What follows belongs to an exercise in optimizing a design on an open flow for small area; a production flow would make more cautious choices.
Only simulation tests tie the RTL to the original design; equivalence was not proved.
Power figures rest on the tool's default switching activity, not on a simulated workload.

### flow/flow/upsize_lines.tcl
# Upsize the inverters that drive the long row lines before placement, so the
# placer's repair does not have to buffer them.
set cnt 0
foreach inst [[ord::get_db_block] getInsts] {
  if {[[$inst getMaster] getName] ne "sky130_fd_sc_hd__inv_1"} continue
  set net [[$inst findITerm Y] getNet]
  if {$net eq "NULL"} continue
  set fo [llength [$net getITerms]]
  if {$fo > 33} {
    replace_cell [$inst getName] sky130_fd_sc_hd__inv_4
    incr cnt
  } elseif {$fo > 16} {
    replace_cell [$inst getName] sky130_fd_sc_hd__inv_2
    incr cnt
  }
}
puts "UPSIZED $cnt"
### flow/constraint.sdc
create_clock -name core_clock -period 8.0 [get_ports {clk}]
set_input_delay 1.6000 -clock core_clock [delete_from_list [all_inputs] [get_ports {clk}]]
set_output_delay 1.6000 -clock core_clock [all_outputs]
set_load 0.01 [all_outputs]
### flow/config.mk
export PLATFORM = sky130hd
export DESIGN_NAME = reg_file_32x32
export DESIGN_NICKNAME = reg_file_32x32
export VERILOG_FILES = /design/flow/design.v
export SDC_FILE = /design/flow/constraint.sdc
export NUM_CORES = 4
export LEC_CHECK = 0
export CAP_MARGIN = 20
export CORE_MARGIN = 2
export CORE_UTILIZATION = 50
export PLACE_DENSITY = 0.7
export SLEW_MARGIN = 20
export SYNTH_HIERARCHICAL = 1
### flow/flow/run.sh
#!/bin/bash
set -e
export BUFFER_PORTS_ARGS="-buffer_cell sky130_fd_sc_hd__buf_1"
export PRE_GLOBAL_PLACE_TCL="$PWD/flow/upsize_lines.tcl"
export CTS_ARGS="-sink_clustering_enable -repair_clock_nets -dont_use_dummy_load -buf_list sky130_fd_sc_hd__clkbuf_8 -sink_clustering_size 16 -sink_clustering_max_diameter 60"
bash standard.sh > standard.log 2>&1
### flow/standard.sh
#!/bin/bash
# synth_recipe.tcl (not shown) runs the flow's synth.tcl, then flattens the netlist and writes it again
# the make line also repeats each setting of config.mk as NAME=value (left out here)
make -C /OpenROAD-flow-scripts/flow DESIGN_CONFIG=/design/flow/config.mk WORK_HOME=/design/flow/orfs CLKGATE_MAP_FILE= SYNTH_SCRIPT=/design/flow/synth_recipe.tcl "${@:-finish}"
### flow/design.v
module rf_wbit (
    input  logic s,
    input  logic h,
    input  logic w,
    input  logic q,
    output logic d
);
    assign d = (s & w) | (h & q);
endmodule
module rf_nor2 (
    input  logic a,
    input  logic b,
    output logic y
);
    assign y = !(a | b);
endmodule
module rf_nand2 (
    input  logic a,
    input  logic b,
    output logic y
);
    assign y = !(a & b);
endmodule
module rf_inv (
    input  logic a,
    output logic y
);
    assign y = !a;
endmodule
module rf_nand3 (
    input  logic a,
    input  logic b,
    input  logic c,
    output logic y
);
    assign y = !(a & b & c);
endmodule
module rf_and3 (
    input  logic a,
    input  logic b,
    input  logic c,
    output logic y
);
    assign y = a & b & c;
endmodule
module rf_aoi222 (
    input  logic [2:0] s,
    input  logic [2:0] d,
    output logic       y_n
);
    assign y_n = !(|(s & d));
endmodule
module rf_nand4 (
    input  logic [3:0] a,
    output logic       y
);
    assign y = !(&a);
endmodule
module rf_or3 (
    input  logic [2:0] a,
    output logic       y
);
    assign y = |a;
endmodule
module rf_rbit (
    input  logic [30:0] s,
    input  logic [30:0] d,
    output logic        y
);
    logic [10:0] t_n;
    logic [2:0]  g;
    for (genvar k = 0; k < 10; k++) begin : g_aoi
        rf_aoi222 u_a (.s(s[3*k+2:3*k]), .d(d[3*k+2:3*k]), .y_n(t_n[k]));
    end
    rf_nand2 u_t10 (.a(s[30]), .b(d[30]), .y(t_n[10]));
    rf_nand4 u_n0 (.a(t_n[3:0]), .y(g[0]));
    rf_nand4 u_n1 (.a(t_n[7:4]), .y(g[1]));
    rf_nand3 u_n2 (.a(t_n[8]), .b(t_n[9]), .c(t_n[10]), .y(g[2]));
    rf_or3 u_o (.a(g), .y(y));
endmodule
module reg_file_32x32 #(
    parameter int DATA_W = 32,
    parameter int ADDR_W = 5
) (
    input  logic              clk,
    input  logic              rst_n,
    input  logic              we,
    input  logic [ADDR_W-1:0] waddr,
    input  logic [DATA_W-1:0] wdata,
    input  logic [ADDR_W-1:0] raddr1,
    output logic [DATA_W-1:0] rdata1,
    input  logic [ADDR_W-1:0] raddr2,
    output logic [DATA_W-1:0] rdata2,
    output logic [15:0]       wr_cnt
);
    localparam int NREG = 32;
    logic [DATA_W-1:0] regs [NREG];
    logic [DATA_W-1:0] regs_d [NREG];
    logic [NREG-1:0]   wsel;
    logic [NREG-1:0]   whold;
    logic [NREG-1:0]   valid;
    logic [NREG-1:0]   valid_d;
    logic              wr_commit;
    assign wr_commit = we && (waddr != '0);
    logic [3:0] wlo;
    logic [7:0] whi;
    always_comb begin
        for (int k = 0; k < 4; k++) begin
            wlo[k] = we && (waddr[1:0] == 2'(k));
        end
        for (int j = 0; j < 8; j++) begin
            whi[j] = (waddr[4:2] == 3'(j));
        end
    end
    logic [3:0] r1lo, r2lo;
    logic [7:0] r1hi, r2hi;
    always_comb begin
        for (int k = 0; k < 4; k++) begin
            r1lo[k] = rst_n && (raddr1[1:0] == 2'(k));
            r2lo[k] = rst_n && (raddr2[1:0] == 2'(k));
        end
        for (int j = 0; j < 8; j++) begin
            r1hi[j] = (raddr1[4:2] == 3'(j));
            r2hi[j] = (raddr2[4:2] == 3'(j));
        end
    end
    logic [NREG-1:1] rs1, rs2;
    assign wsel[0]    = 1'b0;
    assign whold[0]   = 1'b1;
    assign valid[0]   = 1'b0;
    assign valid_d[0] = 1'b0;
    assign regs[0]    = '0;
    assign regs_d[0]  = '0;
    for (genvar i = 1; i < NREG; i++) begin : g_reg
        logic wsel_n, rs1_n, rs2_n;
        rf_nand2 u_wd (.a(wlo[i % 4]), .b(whi[i / 4]), .y(wsel_n));
        rf_inv   u_ws (.a(wsel_n),  .y(wsel[i]));
        rf_inv   u_wh (.a(wsel[i]), .y(whold[i]));
        assign valid_d[i] = valid[i] | wsel[i];
        rf_nand3 u_r1 (.a(r1lo[i % 4]), .b(r1hi[i / 4]), .c(valid_d[i]), .y(rs1_n));
        rf_nand3 u_r2 (.a(r2lo[i % 4]), .b(r2hi[i / 4]), .c(valid_d[i]), .y(rs2_n));
        rf_inv   u_i1 (.a(rs1_n), .y(rs1[i]));
        rf_inv   u_i2 (.a(rs2_n), .y(rs2[i]));
        for (genvar b = 0; b < DATA_W; b++) begin : g_bit
            rf_wbit u_w (.s(wsel[i]), .h(whold[i]), .w(wdata[b]), .q(regs[i][b]), .d(regs_d[i][b]));
        end
        always_ff @(posedge clk) begin
            regs[i] <= regs_d[i];
        end
        always_ff @(posedge clk or negedge rst_n) begin
            if (!rst_n) begin
                valid[i] <= 1'b0;
            end else begin
                valid[i] <= valid_d[i];
            end
        end
    end
    always_ff @(posedge clk or negedge rst_n) begin
        if (!rst_n) begin
            wr_cnt <= '0;
        end else if (wr_commit) begin
            wr_cnt <= wr_cnt + 16'd1;
        end
    end
    for (genvar b = 0; b < DATA_W; b++) begin : g_rd
        logic [NREG-1:1] col;
        always_comb begin
            for (int i = 1; i < NREG; i++) col[i] = regs_d[i][b];
        end
        rf_rbit u_r1 (.s(rs1), .d(col), .y(rdata1[b]));
        rf_rbit u_r2 (.s(rs2), .d(col), .y(rdata2[b]));
    end
endmodule
==> run summary <==
## Yosys stat by module (local to each module, per instance), a selection
module / copies in the design / flops+latches
rf_nand4: 128 / 0
rf_inv: 124 / 0
rf_nand3: 126 / 0
rf_or3: 64 / 0
rf_wbit: 992 / 0
reg_file_32x32: 1 / 1039
rf_aoi222: 640 / 0
rf_nand2: 95 / 0
## stage by stage
step / area, um^2 / worst slack (ns) / power (uW)
after floorplan: 39600 / 1.84 / 7870
after global placement: 42000 / 0.609 / 8380
after detailed placement: 42000 / 0.627 / 8450
after CTS: 43000 / 0.619 / 10900
after global routing: 43000 / 0.223 / 11400
final: 43000 / 0.180 / 11000
## synthesized netlist by cell type, drive strengths merged
| cell type | number |
|---|---|
| mux2 | 1 |
| ha | 1 |
| and3 | 10 |
| and4 | 3 |
| nand2 | 107 |
| nor3b | 12 |
| xor2 | 3 |
| nand4 | 133 |
| a222oi | 640 |
| dfxtp | 992 |
| nand3 | 131 |
| nor2 | 7 |
| a2111oi | 2 |
| dfrtp | 47 |
| xnor2 | 12 |
| inv | 125 |
| or3 | 64 |
| or2 | 31 |
| a21oi | 2 |
| a22o | 992 |
| nor3 | 4 |
| and3b | 8 |
## worst min path at each step
| stage | endpoint | slack, ns | cells after the start |
|---|---|---|---|
| final | valid[14]$_DFF_PN0_ | 0.47 | 1 |
| after global routing | valid[3]$_DFF_PN0_ | 0.49 | 1 |
| after CTS | valid[14]$_DFF_PN0_ | 0.47 | 1 |
| after detailed placement | valid[26]$_DFF_PN0_ | 0.45 | 1 |
| after global placement | valid[14]$_DFF_PN0_ | 0.44 | 1 |
| after floorplan | valid[10]$_DFF_PN0_ | 0.44 | 1 |
## kinds of logic after synthesis
logic type,count (synthesis),synth area share
flip-flops,1039,0.531
AND/OR/NAND/NOR,510,0.0708
adder cells (fa/ha/maj),1,0.000316
XOR/XNOR,15,0.00332
multiplexers,1,0.000284
buffers and inverters,125,0.0118
AO/OA/AOI/OAI,1636,0.383
## state kept, by name, indices dropped and copies added, names as in the netlist
| register | cells |
|---|---|
| regs | 992 |
| wr_cnt | 16 |
| valid | 31 |
## final cells by class
| type | instances | area share |
|---|---|---|
| clock buffer | 78 | 0.0249 |
| tap | 1050 | 0.0305 |
| multi-input combinational | 2163 | 0.421 |
| antenna | 4 | 0.000233 |
| inverter | 125 | 0.0127 |
| timing repair buffer | 189 | 0.0217 |
| sequential | 1039 | 0.489 |
## report_power, final
part / switching (uW) / internal [uW]
clock network: 1700 / 877
logic: 1150 / 816
registers: 289 / 6190
total: 3140 / 7880
## layer usage
metal,up-vias,share of wire,GRT usage
li1,15500,-,-
met1,18500,0.35,0.541
met2,3983,0.39,0.572
met3,903,0.18,0.170
met4,12,0.083,0.286
met5,-,0.00040,0.00814
==> run summary <==
Multi-input gate area: 0.0181 mm^2
RSZ-0062 raised after global routing: no
Setup crit start: waddr[1]
Critical Path Source Type: input port
R2R Path Start: wr_cnt[0]$_DFFE_PN0P_
Root Buffer: clkbuf_8
minimum clock period: 7.82 ns
largest net degree at the start of global routing: 49
Routed Antenna Nets: 0
clock skew: 0.0303 ns
Hold Crit Start: valid[14]$_DFF_PN0_
Data arrival, critical path: 6.22 ns
GPL Wtd Cong: 0.940
wire per inst: 38.8 um
total core area: 0.0787 mm^2
H-Tree Depth: 3
Final Hold Vio Count: 0
period utilization: 0.978
initial core utilization: 0.503
Post-Syn Area: 0.0396 mm^2
Post-Route WL: 180000 um
I/O Buffers: 129
Slew Limit Fails: 0
DRT Pass-1 Iters: 13
Via Count: 39000
dominant cells by area after synthesis: dfxtp_1 50%, a22o_1 22%, a222oi_1 16%
Die Area: 0.0815 mm^2
Max Freq: 128 MHz
Levels on crit path: 11
drt first-iter violations: 9867
Setup Fix Bufs, Post-CTS: 0
total track usage: 0.420
CTS-repair resized insts: 0
Syn. warnings: 11
cts hold-fix bufs: 0
slew margin rel.: 0.208
synthesized instance count: 3327
GRT Residual Overflow: 0
share of cells above drive strength 1: 0.0838
Final TNS setup: 0 ns
via-per-instance ratio: 8.38
Max Cap Violations: 0
peak supply drop: 0.000169 V
hold slack: 0.470 ns
Yosys reg bits: 1039
number of global-route vias before repair: 36900
reg2reg setup slack: 6.34 ns
initial antenna violation count: 15
final setup fails: 0
WS Path Type: input port to output port
Layout Utilization: 0.547
Syn Nets: 3378
Syn Area/Cell: 11.9 um^2
crit-path max cell delay: 0.71 ns
nets: 3647
status: finished clean
crit path to: rdata2[20]
FP Rows: 103
clock sinks: 1039
Syn-to-layout area delta: 8.61%
die height: 286 um
slowest stage cell, crit path: nor2_1
CP endpoint kind: output port
most frequent cells in the layout: 992 x a22o_1, 992 x dfxtp_1, 640 x a222oi_1
CP max FO: 34
FF-to-FF path depth: 5
delay-heaviest family, CP: simple AND/OR/NAND/NOR gates
Hold Crit Class: flip-flop to flip-flop
Finished Layout Cells: 4648
filler cell count: 6805
DRC viols: 0
worst path cell trace: buf_1 > nand2_1 > nor2_1 > nand2_1 > inv_4 > inv_2 > a22o_1 > a222oi_1 > nand4_1 > or3_1 > buf_1
# IOs: 130
Buf+Inv Stages, Crit Path: 4
first-pass GRT wire length: 254000 um
TritonCTS Buffers: 78
clk latency of the worst-skew pair: 0.75 ns
HPWL Detailed: 94900 um
cell total after placement: 4566
Synth top area share: 0.501
register area share after synthesis: 0.531
PwrDens: 256 mW/mm^2
register area: 0.0210 mm^2
Worst-Margin Slew: 1.19 ns
Req. time, crit path: 6.40 ns
end of the worst register-to-register path: wr_cnt[10]$_DFFE_PN0P_
CTS tree: built
Cell variety after synth: 26
Clock Path Buffers: 3
LEAKAGE: 0.0175 uW
cell taking the most area after synthesis: dfxtp_1
Clock transition at path regs: 0.09 ns
Die W: 286 um

## what the ideal ports hide
The flow's constraints put no driver on any port. The routed layout listed below was extracted and timed again, unchanged, in two steps. Step 1 (the two cells are an assumption about what drives the block):
set clk [get_ports {clk}]
set_driving_cell -lib_cell sky130_fd_sc_hd__clkbuf_16 $clk
set_driving_cell -lib_cell sky130_fd_sc_hd__buf_2 [delete_from_list [all_inputs] $clk]
Step 2, shift: input delay + t, output delay - t, t = (earliest + latest rising clock arrival at the registers) / 2. This alone moves slack from input paths to output paths. Three values: ideal ports, drivers, drivers and shift; two values: the first two.
shift t [ns]: 0.781
setup WS [ns]: 0.180 / 0.107 / 0.107
hold slack, ns: 0.470 / 0.470 / 0.470
worst setup path at the end: input to output
After both steps setup and hold are still met in this run. The setup slack of this run moves by -0.073 ns with the drivers and by -0.073 ns with both steps.
